What follows belongs to an exercise in optimizing a design on an open flow for small area, a short achievable clock period and few clock cycles; a production flow would make more cautious choices.

==> module otpc_decode, before the edit <==
module otpc_decode (
  input  wire logic         clk_i,
  input  wire logic         rst_ni,
  input  wire logic         acc_i,
  input  wire logic [15:0]  px_i,
  input  wire logic [15:0]  py_i,
  input  wire logic         on_i,
  input  wire logic         cubic_i,
  input  wire logic         cend_i,
  input  wire logic         oend_i,
  output logic              d_vld_o,    
  output logic [12:0]       d_desc_o,   
  output logic [1:0]        d_rem_o,    
  output logic              k0_conic_o,
  output logic              k0_cubic_o,
  output logic [31:0]       s_o,
  output logic [31:0]       p0_o,
  output logic [31:0]       p1_o,
  output logic [31:0]       x_o
);
  localparam logic [1:0] REM_NONE  = 2'd0;
  localparam logic [1:0] REM_CURVE = 2'd1;   
  localparam logic [1:0] REM_CLOSE = 2'd2;   
  localparam logic [1:0] REM_ERR   = 2'd3;   
  localparam logic [12:0] D_MOVE   = {3'd0, 2'd0, 3'b100, 3'b000, 2'b00};
  localparam logic [12:0] D_LINE   = {3'd1, 2'd0, 3'b100, 3'b000, 2'b00};
  localparam logic [12:0] D_QUADON = {3'd2, 2'd0, 3'b010, 3'b100, 2'b00};
  localparam logic [12:0] D_QUADCC = {3'd2, 2'd0, 3'b010, 3'b010, 2'b00};
  localparam logic [12:0] D_CUBIC  = {3'd3, 2'd0, 3'b010, 3'b010, 2'b10};
  localparam logic [12:0] D_CLQUAD = {3'd2, 2'd0, 3'b100, 3'b001, 2'b00};
  localparam logic [12:0] D_CLCUB  = {3'd3, 2'd0, 3'b010, 3'b100, 2'b01};
  localparam logic [12:0] D_CLLINE = {3'd1, 2'd0, 3'b001, 3'b000, 2'b00};
  localparam logic [12:0] D_ERRQ   = {3'd5, 2'd1, 3'b000, 3'b000, 2'b00};
  localparam logic [12:0] D_ERRC   = {3'd5, 2'd2, 3'b000, 3'b000, 2'b00};
  logic [15:0] sx_q, sy_q, p0x_q, p0y_q, p1x_q, p1y_q, xx_q, xy_q;
  logic k0n_q, k0c_q, k1c_q, k1o_q, k2o_q;
  logic k0ny_q;   
  logic open_q, drop_q;
  logic p_on, p_cub, p_con, endc;
  assign p_on  = on_i;
  assign p_cub = !on_i && cubic_i;
  assign p_con = !on_i && !cubic_i;
  assign endc  = cend_i | oend_i;
  function automatic logic [15:0] next_x(input logic [15:0] a, input logic [15:0] p,
                                         input logic conic);
    logic [15:0] t, g, pp, gn, pn;
    logic        t16, neg;
    t   = a ^ p;
    g   = a & p;
    pp  = t;
    t16 = a[15] ^ p[15];
    gn = g; pn = pp;
    for (int i = 1; i < 16; i += 2) begin
      gn[i] = g[i] | (pp[i] & g[i-1]);
      pn[i] = pp[i] & pp[i-1];
    end
    g = gn; pp = pn;
    for (int d = 2; d < 16; d = d * 2) begin
      gn = g; pn = pp;
      for (int i = d + 1; i < 16; i += 2) begin
        gn[i] = g[i] | (pp[i] & g[i-d]);
        pn[i] = pp[i] & pp[i-d];
      end
      g = gn; pp = pn;
    end
    gn = g; pn = pp;
    for (int i = 2; i < 16; i += 2) begin
      gn[i] = g[i] | (pp[i] & g[i-1]);
      pn[i] = pp[i] & pp[i-1];
    end
    g = gn; pp = pn;
    neg = t16 ^ g[15];
    for (int j = 0; j < 16; j++) begin
      next_x[j] = conic ? (((j == 15) ? t16 : t[j+1]) ^ (g[j] | (pp[j] & neg))) : a[j];
    end
  endfunction
  logic [15:0] xx_d, xy_d;
  assign xx_d = next_x(p0x_q, px_i, k0n_q);
  assign xy_d = next_x(p0y_q, py_i, k0ny_q);
  logic        k0on;
  logic        err3q, err3c, err3;
  logic        cl_err;
  logic [12:0] cmd3;
  logic        has3;
  logic [12:0] clk_desc;
  assign k0on = !k0n_q && !k0c_q;
  always_comb begin
    err3q = k0n_q && p_cub;
    err3c = k0c_q && ((p_on && !(k1c_q && k2o_q)) || p_con || (p_cub && !k1o_q));
    err3  = err3q | err3c;
    has3  = 1'b1;
    cmd3  = D_LINE;
    if (k0n_q && p_on)                       cmd3 = D_QUADON;
    else if (k0n_q && p_con)                 cmd3 = D_QUADCC;
    else if (k0c_q && p_on)                  cmd3 = D_CUBIC;
    else if (k0on && p_on)                   cmd3 = D_LINE;
    else                                     has3 = 1'b0;
    cl_err = p_cub && !(open_q && k0c_q);
    if (p_con)      clk_desc = D_CLQUAD;
    else if (p_cub) clk_desc = D_ERRC;    
    else            clk_desc = D_CLLINE;
    d_vld_o  = 1'b0;
    d_desc_o = D_MOVE;
    d_rem_o  = REM_NONE;
    if (drop_q) begin
      d_vld_o = 1'b0;
    end else if (!open_q) begin
      d_vld_o  = 1'b1;
      d_desc_o = D_MOVE;
      if (endc) d_rem_o = cl_err ? REM_ERR : REM_CURVE;
    end else if (err3) begin
      d_vld_o  = 1'b1;
      d_desc_o = err3q ? D_ERRQ : D_ERRC;
    end else if (has3) begin
      d_vld_o  = 1'b1;
      d_desc_o = cmd3;
      if (endc) d_rem_o = cl_err ? REM_ERR : REM_CURVE;
    end else if (endc) begin
      d_vld_o = 1'b1;
      if (cl_err) begin
        d_desc_o = D_ERRC;
      end else begin
        d_desc_o = p_con ? D_CLQUAD : D_CLCUB;
        d_rem_o  = REM_CLOSE;
      end
    end
  end
  always_ff @(posedge clk_i or negedge rst_ni) begin
    if (!rst_ni) begin
      k0ny_q <= 1'b0;
    end else if (acc_i) begin
      k0ny_q <= p_con;
    end
  end
  always_ff @(posedge clk_i or negedge rst_ni) begin
    if (!rst_ni) begin
      open_q <= 1'b0;
      drop_q <= 1'b0;
    end else if (acc_i) begin
      if (drop_q) begin
        drop_q <= !oend_i;
      end else if (!open_q) begin
        open_q <= !endc;
        drop_q <= endc && cl_err && !oend_i;
      end else begin
        open_q <= !(err3 || endc);
        drop_q <= (err3 || (endc && cl_err)) && !oend_i;
      end
    end
  end
  always_ff @(posedge clk_i) begin
    if (acc_i) begin
      p0x_q <= px_i;
      p0y_q <= py_i;
      xx_q  <= xx_d;
      xy_q  <= xy_d;
      if (!(k0c_q && p_on)) begin
        p1x_q <= p0x_q;
        p1y_q <= p0y_q;
      end
      if (!open_q) begin
        sx_q  <= px_i;
        sy_q  <= py_i;
      end
      k0n_q <= p_con;
      k0c_q <= p_cub;
      k1c_q <= open_q && k0c_q;
      k1o_q <= !open_q || k0on || (k0n_q && p_con);
      k2o_q <= !open_q || k1o_q;
    end
  end
  assign k0_conic_o = k0n_q;
  assign k0_cubic_o = k0c_q;
  assign s_o  = {sx_q, sy_q};
  assign p0_o = {p0x_q, p0y_q};
  assign p1_o = {p1x_q, p1y_q};
  assign x_o  = {xx_q, xy_q};
endmodule
export LEC_CHECK = 0
export CAP_MARGIN = 20
export CORE_MARGIN = 2
export CORE_UTILIZATION = 60
export CTS_BUF_LIST = sky130_fd_sc_hd__clkbuf_8
export CTS_CLUSTER_SIZE = 40
export SETUP_SLACK_MARGIN = 2.4
export SLEW_MARGIN = 20
create_clock -name core_clock -period 5.5 [get_ports {clk_i}]
standard.sh (not shown) runs the stock make flow with config.mk's settings and CLKGATE_MAP_FILE= SYNTH_SCRIPT=/design/flow/synth_recipe.tcl, a recipe that flattens the netlist after the stock synthesis.
==> flow/flow/run.sh <==
#!/bin/bash
# The standard layout, with the ports buffered by plain buf_1 cells rather
# than the delay cells buffer_ports picks on its own.
set -euo pipefail
bash standard.sh "BUFFER_PORTS_ARGS=-buffer_cell sky130_fd_sc_hd__buf_1" finish > make_finish.log 2>&1
Rerun with:
--- a/flow/design.v
+++ b/flow/design.v
@@ -43,36 +43,26 @@
   assign p_con = !on_i && !cubic_i;
   assign endc  = cend_i | oend_i;
   function automatic logic [15:0] next_x(input logic [15:0] a, input logic [15:0] p,
-                                         input logic conic);
+                                          input logic conic);
     logic [15:0] t, g, pp, gn, pn;
     logic        t16, neg;
-    t   = a ^ p;
-    g   = a & p;
+    t   = conic ? (a ^ p) : 16'd0;
+    g   = conic ? (a & p) : a;
     pp  = t;
-    t16 = a[15] ^ p[15];
-    gn = g; pn = pp;
-    for (int i = 1; i < 16; i += 2) begin
-      gn[i] = g[i] | (pp[i] & g[i-1]);
-      pn[i] = pp[i] & pp[i-1];
-    end
-    g = gn; pp = pn;
-    for (int d = 2; d < 16; d = d * 2) begin
-      gn = g; pn = pp;
-      for (int i = d + 1; i < 16; i += 2) begin
+    t16 = t[15];
+    for (int d = 1; d < 16; d = d * 2) begin
+      gn = g;
+      pn = pp;
+      for (int i = d; i < 16; i++) begin
         gn[i] = g[i] | (pp[i] & g[i-d]);
         pn[i] = pp[i] & pp[i-d];
       end
-      g = gn; pp = pn;
-    end
-    gn = g; pn = pp;
-    for (int i = 2; i < 16; i += 2) begin
-      gn[i] = g[i] | (pp[i] & g[i-1]);
-      pn[i] = pp[i] & pp[i-1];
+      g  = gn;
+      pp = pn;
     end
-    g = gn; pp = pn;
     neg = t16 ^ g[15];
     for (int j = 0; j < 16; j++) begin
-      next_x[j] = conic ? (((j == 15) ? t16 : t[j+1]) ^ (g[j] | (pp[j] & neg))) : a[j];
+      next_x[j] = ((j == 15) ? t16 : t[j+1]) ^ (g[j] | (pp[j] & neg));
     end
   endfunction
   logic [15:0] xx_d, xy_d;
Cell area goes up slightly.
Maximum frequency is about the same.
Worst hold slack got worse by 0.024 ns.
Register-to-register slack got worse by 0.02 ns.
Sequential cell count is unchanged.
Non-clock buffer count goes down by 7.
No functional check of the RTL was part of any run of this note.

==> afterwards: timing with drivers on the ports <==
No port has a modelled driver above. Below, the same layouts with a new extraction and two added sets of constraints.
Step 1, drivers: a clkbuf_16 drives clk_i and a buf_2 each remaining input, both assumed.
Step 2 times the ports against the registers' clock, not the clock port: input delays grow and output delays shrink by t, the midpoint of the rising clock arrivals with the driver on.
a / b / c = ideal / step 1 / step 2; a / b = the first two.
run	t, ns	setup WS [ns]	worst hold slack (ns)	clock arrival spread, ns	slew at the worst register clock pin (ns)
the first run	0.490	2.419 / 2.434 / 1.943	0.570 / 0.570 / 0.570	0.014 / 0.013	0.09 / 0.09
the second run	0.495	2.424 / 2.433 / 1.938	0.546 / 0.546 / 0.546	0.011 / 0.011	0.09 / 0.09
After both steps setup and hold are still met in every run listed. For the second run, which loses most, drivers alone change the setup slack by +0.009 ns; drivers and shift together by -0.486 ns.
